Source: an optimization exercise on an open RTL-to-GDS flow (aim: small area). Production flows keep margins and buffers that such runs may drop.
Only simulation tests tie the RTL to the original design; equivalence was not proved.

==> job 8356 <==
==> flow/design.v <==
`default_nettype none
package dekodierPkg;
    localparam int wortBreite   = 32;
    localparam int regAdrBreite = 6;    
    localparam int immBreite    = 26;
    localparam int regAnzahl    = 2 ** regAdrBreite;
    localparam logic [1:0] klasseRegister = 2'b00;
    localparam logic [1:0] klasseGrossImm = 2'b01;
    localparam logic [5:0] opAbsSprung      = 6'b101101;
    localparam logic [5:0] opBedSprung      = 6'b101110;
    localparam logic [5:0] opJal            = 6'b101111;
    localparam logic [5:0] opRelSprungGross = 6'b010000;
    localparam logic [5:0] opStore          = 6'b101100;
    localparam logic [5:0] opFloatLoad      = 6'b101011;
    localparam logic [4:0] loadPraefix      = 5'b10101;
    localparam int opFlagBreite = 9;
    localparam int flagImm      = 8;
    localparam int flagJal      = 7;
    localparam int flagRel      = 6;
    localparam int flagAbs      = 5;
    localparam int flagFloat    = 4;
    localparam int flagLoad     = 3;
    localparam int flagStore    = 2;
    localparam int flagUnbed    = 1;
    localparam int flagBed      = 0;
    typedef union packed {
        struct packed {
            logic [1:0] klasse;
            logic [3:0] frei;
            logic [4:0] ziel;
            logic [4:0] quelle1;
            logic [4:0] quelle2;
            logic [4:0] unbenutzt;
            logic [5:0] funktion;
        } regSicht;
        struct packed {
            logic [5:0]  opcode;
            logic [4:0]  ziel;
            logic [4:0]  quelle1;
            logic [15:0] imm16;
        } immSicht;
    } befehlWort;
endpackage
`default_nettype wire
`timescale 1ns/1ns
`default_nettype none
import dekodierPkg::*;
module leseDreier (
    input  wire logic [2:0] daten,
    input  wire logic [2:0] wahl,
    output logic            yN
);
    assign yN = ~|(daten & wahl);
endmodule
module leseSammeln (
    input  wire logic [20:0] gruppeN,
    output logic             daten
);
    assign daten = ~&gruppeN;
endmodule
module schreibPfad (
    input  wire logic                    rstN,
    input  wire logic                    schreibEnable,
    input  wire logic [regAdrBreite-1:0] schreibAdresse,
    input  wire logic [wortBreite-1:0]   schreibDaten,
    output logic      [regAnzahl-1:1]    laden,
    output logic      [wortBreite-1:0]   ladeDaten
);
    assign ladeDaten = rstN ? schreibDaten : '0;
    always_comb begin
        for (int i = 1; i < regAnzahl; i++) begin
            laden[i] = !rstN || (schreibEnable && schreibAdresse == i);
        end
    end
endmodule
module registerBank (
    input  wire logic [regAnzahl*wortBreite-1:0] register,    
    input  wire logic [regAnzahl-1:0]            wahl,        
    output logic      [wortBreite-1:0]           leseDaten
);
    for (genvar b = 0; b < wortBreite; b++) begin : gBit
        logic [20:0] gruppenN;
        for (genvar g = 0; g < 21; g++) begin : gGruppe
            leseDreier dreier (
                .daten ({register[(3*g+3)*wortBreite + b],
                         register[(3*g+2)*wortBreite + b],
                         register[(3*g+1)*wortBreite + b]}),
                .wahl  (wahl[3*g+3:3*g+1]),
                .yN    (gruppenN[g])
            );
        end
        leseSammeln sammeln (
            .gruppeN (gruppenN),
            .daten   (leseDaten[b])
        );
    end
endmodule
`default_nettype wire
`timescale 1ns/1ns
`default_nettype none
import dekodierPkg::*;
module instruktionsDekodierer (
    input  wire logic [wortBreite-1:0]   wort,
    output logic [regAdrBreite-1:0]      quellRegister1,
    output logic [regAdrBreite-1:0]      quellRegister2
);
    logic [5:0] opcode;
    logic       regFormat;
    logic       kleinFormat;
    logic       floatRegister;
    logic       storeBefehl;
    assign opcode        = wort[31:26];
    assign regFormat     = wort[31:30] == klasseRegister;
    assign kleinFormat   = opcode[5];
    assign floatRegister = regFormat && wort[5:4] == 2'b10;
    assign storeBefehl   = opcode == opStore;
    always_comb begin
        if (regFormat) begin
            quellRegister1 = {floatRegister, wort[20:16]};
        end else if (kleinFormat) begin
            quellRegister1 = {1'b0, wort[20:16]};
        end else begin
            quellRegister1 = '0;
        end
    end
    always_comb begin
        if (regFormat) begin
            quellRegister2 = {floatRegister, wort[15:11]};
        end else if (storeBefehl) begin
            quellRegister2 = {1'b0, wort[25:21]};    
        end else begin
            quellRegister2 = '0;
        end
    end
endmodule
`default_nettype wire
`timescale 1ns/1ns
`default_nettype none
import dekodierPkg::*;
module operandAuswahl (
    input  wire logic [wortBreite-1:0]   w,
    input  wire logic [wortBreite-1:0]   wertB,
    output logic [wortBreite-1:0]        operandB,
    output logic [regAdrBreite-1:0]      opZiel,
    output logic [5:0]                   opFunktion,
    output logic [opFlagBreite-1:0]      opFlags
);
    logic [5:0]            opcode;
    logic                  regFormat;
    logic                  grossFormat;
    logic                  kleinFormat;
    logic                  floatRegister;
    logic                  floatLoad;
    logic                  relSprungGross;
    logic                  ohneFunktion;
    logic                  immAktiv;
    logic                  jalBefehl;
    logic                  absoluterSprung;
    logic [wortBreite-1:0] immErweitert;
    assign opcode          = w[31:26];
    assign regFormat       = w[31:30] == klasseRegister;
    assign grossFormat     = w[31:30] == klasseGrossImm;
    assign kleinFormat     = opcode[5];
    assign floatRegister   = regFormat && w[5:4] == 2'b10;
    assign floatLoad       = opcode == opFloatLoad;
    assign relSprungGross  = opcode == opRelSprungGross;
    assign ohneFunktion    = opcode >= {loadPraefix, 1'b0} && opcode <= opJal;
    assign immAktiv        = grossFormat || kleinFormat;
    assign jalBefehl       = opcode == opJal;
    assign absoluterSprung = opcode == opAbsSprung;
    always_comb begin
        if (grossFormat) begin
            immErweitert = {{(wortBreite - immBreite){w[25]}}, w[25:0]};
        end else begin
            immErweitert = {{(wortBreite - 16){w[15]}}, w[15:0]};
        end
    end
    assign operandB = immAktiv ? immErweitert : wertB;
    always_comb begin
        if (regFormat) begin
            opZiel = {floatRegister, w[25:21]};
        end else if (kleinFormat) begin
            opZiel = {floatLoad, w[25:21]};
        end else begin
            opZiel = '0;
        end
    end
    always_comb begin
        if (regFormat) begin
            opFunktion = w[5:0];
        end else if (grossFormat || ohneFunktion) begin
            opFunktion = '0;
        end else begin
            opFunktion = {1'b0, opcode[4:0]};    
        end
    end
    always_comb begin
        opFlags            = '0;
        opFlags[flagImm]   = immAktiv;
        opFlags[flagJal]   = jalBefehl;
        opFlags[flagRel]   = jalBefehl || relSprungGross;
        opFlags[flagAbs]   = absoluterSprung;
        opFlags[flagFloat] = floatRegister || floatLoad;
        opFlags[flagLoad]  = opcode[5:1] == loadPraefix;
        opFlags[flagStore] = opcode == opStore;
        opFlags[flagUnbed] = absoluterSprung || jalBefehl || relSprungGross;
        opFlags[flagBed]   = opcode == opBedSprung;
    end
endmodule
`default_nettype wire
`timescale 1ns/1ns
`default_nettype none
import dekodierPkg::*;
module dekodierStufe (
    input  wire logic                    DekodierSignal,
    input  wire logic                    rstN,
    input  wire logic [wortBreite-1:0]   befehl,
    input  wire logic                    befehlValid,
    output logic                         befehlReady,
    input  wire logic                    schreibEnable,
    input  wire logic [regAdrBreite-1:0] schreibAdresse,
    input  wire logic [wortBreite-1:0]   schreibDaten,
    output logic                         opValid,
    input  wire logic                    opReady,
    output logic [wortBreite-1:0]        operandA,
    output logic [wortBreite-1:0]        operandB,
    output logic [wortBreite-1:0]        storeDaten,
    output logic [regAdrBreite-1:0]      opZiel,
    output logic [5:0]                   opFunktion,
    output logic [opFlagBreite-1:0]      opFlags
);
    logic                              decValid;
    logic                              decReady;
    logic                              annahme;
    logic                              uebernahme;
    logic [wortBreite-1:0]             aktuellerBefehl;
    logic [wortBreite-1:0]             ausgabeBefehl;
    logic [wortBreite-1:0]             wertB;
    logic [regAdrBreite-1:0]           quellRegister1;
    logic [regAdrBreite-1:0]           quellRegister2;
    logic [wortBreite-1:0]             leseDaten1;
    logic [wortBreite-1:0]             leseDaten2;
    logic [regAnzahl*wortBreite-1:0]   register;
    logic [regAnzahl-1:1]              laden;
    logic [wortBreite-1:0]             ladeDaten;
    logic [regAnzahl-1:0]              wahl1;
    logic [regAnzahl-1:0]              wahl2;
    assign decReady    = !opValid || opReady;
    assign befehlReady = !decValid || decReady;
    assign annahme     = befehlValid && befehlReady;
    assign uebernahme  = decValid && decReady;
    always_ff @(posedge DekodierSignal) begin
        if (!rstN) begin
            decValid <= 1'b0;
        end else if (annahme) begin
            decValid <= 1'b1;
        end else if (decReady) begin
            decValid <= 1'b0;
        end
    end
    always_ff @(posedge DekodierSignal) begin
        if (!rstN) begin
            opValid <= 1'b0;
        end else if (uebernahme) begin
            opValid <= 1'b1;
        end else if (opReady) begin
            opValid <= 1'b0;
        end
    end
    always_ff @(posedge DekodierSignal) begin
        if (annahme) begin
            aktuellerBefehl <= befehl;
        end
    end
    always_ff @(posedge DekodierSignal) begin
        if (uebernahme) begin
            operandA      <= leseDaten1;
            wertB         <= leseDaten2;
            ausgabeBefehl <= aktuellerBefehl;
        end
    end
    assign storeDaten = wertB;
    schreibPfad pfad (
        .rstN           (rstN),
        .schreibEnable  (schreibEnable),
        .schreibAdresse (schreibAdresse),
        .schreibDaten   (schreibDaten),
        .laden          (laden),
        .ladeDaten      (ladeDaten)
    );
    always_ff @(posedge DekodierSignal) begin
        for (int i = 1; i < regAnzahl; i++) begin
            if (laden[i]) begin
                register[i*wortBreite +: wortBreite] <= ladeDaten;
            end
        end
    end
    always_comb begin
        wahl1 = '0;
        wahl2 = '0;
        for (int i = 1; i < regAnzahl; i++) begin
            wahl1[i] = quellRegister1 == i;
            wahl2[i] = quellRegister2 == i;
        end
    end
    assign register[wortBreite-1:0] = '0;    
    instruktionsDekodierer dekodierer (
        .wort           (aktuellerBefehl),
        .quellRegister1 (quellRegister1),
        .quellRegister2 (quellRegister2)
    );
    registerBank lesen1 (
        .register  (register),
        .wahl      (wahl1),
        .leseDaten (leseDaten1)
    );
    registerBank lesen2 (
        .register  (register),
        .wahl      (wahl2),
        .leseDaten (leseDaten2)
    );
    operandAuswahl auswahl (
        .w          (ausgabeBefehl),
        .wertB      (wertB),
        .operandB   (operandB),
        .opZiel     (opZiel),
        .opFunktion (opFunktion),
        .opFlags    (opFlags)
    );
endmodule
`default_nettype wire
==> flow/flow/run.sh <==
#!/bin/bash
# The standard layout (standard.sh, unchanged synthesis and steps) with two
# settings ORFS reads from the environment:
#  - port buffers are the smallest buffer, buf_1, instead of clkdlybuf4s50_1;
set -euo pipefail
export BUFFER_PORTS_ARGS="-buffer_cell sky130_fd_sc_hd__buf_1"
export CTS_ARGS="-sink_clustering_enable -repair_clock_nets -buf_list sky130_fd_sc_hd__clkbuf_8 -sink_clustering_size 15 -sink_clustering_max_diameter 100 -dont_use_dummy_load"
bash standard.sh > standard_flow.log 2>&1
==> flow/standard.sh <==
#!/bin/bash
# synth_recipe.tcl (not shown) runs the flow's synth.tcl, then flattens the netlist and writes it again
# the make line also repeats each setting of config.mk as NAME=value (left out here)
make -C /OpenROAD-flow-scripts/flow DESIGN_CONFIG=/design/flow/config.mk WORK_HOME=/design/flow/orfs CLKGATE_MAP_FILE= SYNTH_SCRIPT=/design/flow/synth_recipe.tcl "${@:-finish}"
==> flow/config.mk <==
export PLATFORM = sky130hd
export DESIGN_NAME = dekodierStufe
export DESIGN_NICKNAME = dekodierStufe
export VERILOG_FILES = /design/flow/design.v
export SDC_FILE = /design/flow/constraint.sdc
export NUM_CORES = 4
export LEC_CHECK = 0
export CAP_MARGIN = 30
export CORE_MARGIN = 2
export CORE_UTILIZATION = 40
export CTS_BUF_LIST = sky130_fd_sc_hd__clkbuf_8
export CTS_CLUSTER_DIAMETER = 100
export CTS_CLUSTER_SIZE = 15
export SETUP_SLACK_MARGIN = 0.2
export SLEW_MARGIN = 30
export SYNTH_HIERARCHICAL = 1
export SYNTH_MINIMUM_KEEP_SIZE = 0
==> flow/constraint.sdc <==
create_clock -name core_clock -period 7.0 [get_ports {DekodierSignal}]
set_input_delay 1.4000 -clock core_clock [delete_from_list [all_inputs] [get_ports {DekodierSignal}]]
set_output_delay 1.4000 -clock core_clock [all_outputs]
set_load 0.01 [all_outputs]
==> job 1467 (differences from job 8356) <==
==> flow/flow/run.sh (replaced) <==
#!/bin/bash
# The standard layout (standard.sh, unchanged synthesis and steps) with two
# settings ORFS reads from the environment:
#  - port buffers are the smallest buffer, buf_1, instead of clkdlybuf4s50_1;
#  - after global routing's repair, cells on paths with slack are downsized
#    (ORFS's recover_power step, RECOVER_POWER percent of the paths).
# The full output of the flow goes to standard_flow.log in the work folder;
# each ORFS step also keeps its own log under orfs/logs/.
set -euo pipefail
export BUFFER_PORTS_ARGS="-buffer_cell sky130_fd_sc_hd__buf_1"
export RECOVER_POWER=100
bash standard.sh > standard_flow.log 2>&1
Settings changed: CTS_CLUSTER_SIZE 15 to 12.
==> job 1468 (differences from job 8356) <==
==> flow/flow/run.sh (replaced) <==
#!/bin/bash
# The standard layout (standard.sh, unchanged synthesis and steps) with two
# settings ORFS reads from the environment:
#  - port buffers are the smallest buffer, buf_1, instead of clkdlybuf4s50_1;
set -euo pipefail
export BUFFER_PORTS_ARGS="-buffer_cell sky130_fd_sc_hd__buf_1"
export CTS_ARGS="-sink_clustering_enable -repair_clock_nets -buf_list sky130_fd_sc_hd__clkbuf_8 -sink_clustering_size 12 -sink_clustering_max_diameter 100 -dont_use_dummy_load"
bash standard.sh > standard_flow.log 2>&1
Settings changed: CTS_CLUSTER_SIZE 15 to 12.
==> results.cfg <==
[setup_path]
crit_arrival_ns = 5.87
rr_worst_depth = 10

[global_route]
globalRouteMet3Util_pct = 10.1
grt_pass1_wl_um = 459000

[detailed_routing]
drt_iter0_markers = 20600

[timing]
finalMaxSlewViolations = 0
period_share_pct = 74.1

[status]
status = no timing/DRC/antenna violations

[power]
clock_power_share_pct = 25.3
clock_power_w = 0.00603
The numbers above come from job 8356.

==> results.cfg <==
[timing]
period_share_pct = 89.6
finalMaxSlewViolations = 2592

[status]
status = complete, but fails checks
failed_checks = max-capacitance violations, max-slew violations

[flow_run]
max-cap-violations = 68

[setup_path]
crit_arrival_ns = 6.44
The numbers above come from job 1467.

==> results.cfg <==
[status]
status = no timing/DRC/antenna violations

[power]
sw_frac_of_total_pct = 25.4
clock_power_w = 0.00659

[clocking]
cts_hold_buf = 0

[setup_path]
rr_worst_depth = 11
rrSetupSlack_ns = 1.73
crit_arrival_ns = 5.99

[placement]
dp_worst_setup_slack_ns = 2.13

[global_route]
grt_pass1_wl_um = 460000

[min_path]
hold_start = aktuellerBefehl[1]
whs_path_depth = 0
The numbers above come from job 1468.

what the ideal ports hide:
How much do the figures lean on ideal ports? The routed layouts below were timed once more, with nothing changed but the port constraints.
Step 1 (the two cells are an assumption about what drives the block):
set clk [get_ports {DekodierSignal}]
set_driving_cell -lib_cell sky130_fd_sc_hd__clkbuf_16 $clk
set_driving_cell -lib_cell sky130_fd_sc_hd__buf_2 [delete_from_list [all_inputs] $clk]
Step 2 adds t to the input delays and takes it off the output delays; t is the mean of the earliest and latest rising clock arrival at the registers after step 1. Input paths then give back, and output paths get back, about the clock's delay inside the block.
Three values: ideal ports, drivers, drivers and shift; two values: the first two.
run	shift t [ns]	setup slack, ns	hold slack, ns	worst data-port slew with drivers (ns)	pins driven straight from the clock port
job 8356	1.054	1.816 / 1.816 / 1.816	0.431 / 0.431 / 0.431	0.21	1
job 1467	1.085	0.731 / 0.776 / -0.309	0.423 / 0.423 / 0.423	0.23	1
job 1468	1.052	1.732 / 1.732 / 1.732	0.424 / 0.424 / 0.424	0.20	1
The setup slack of job 1467, which loses most, moves by +0.045 ns with the drivers and by -1.040 ns with both steps.
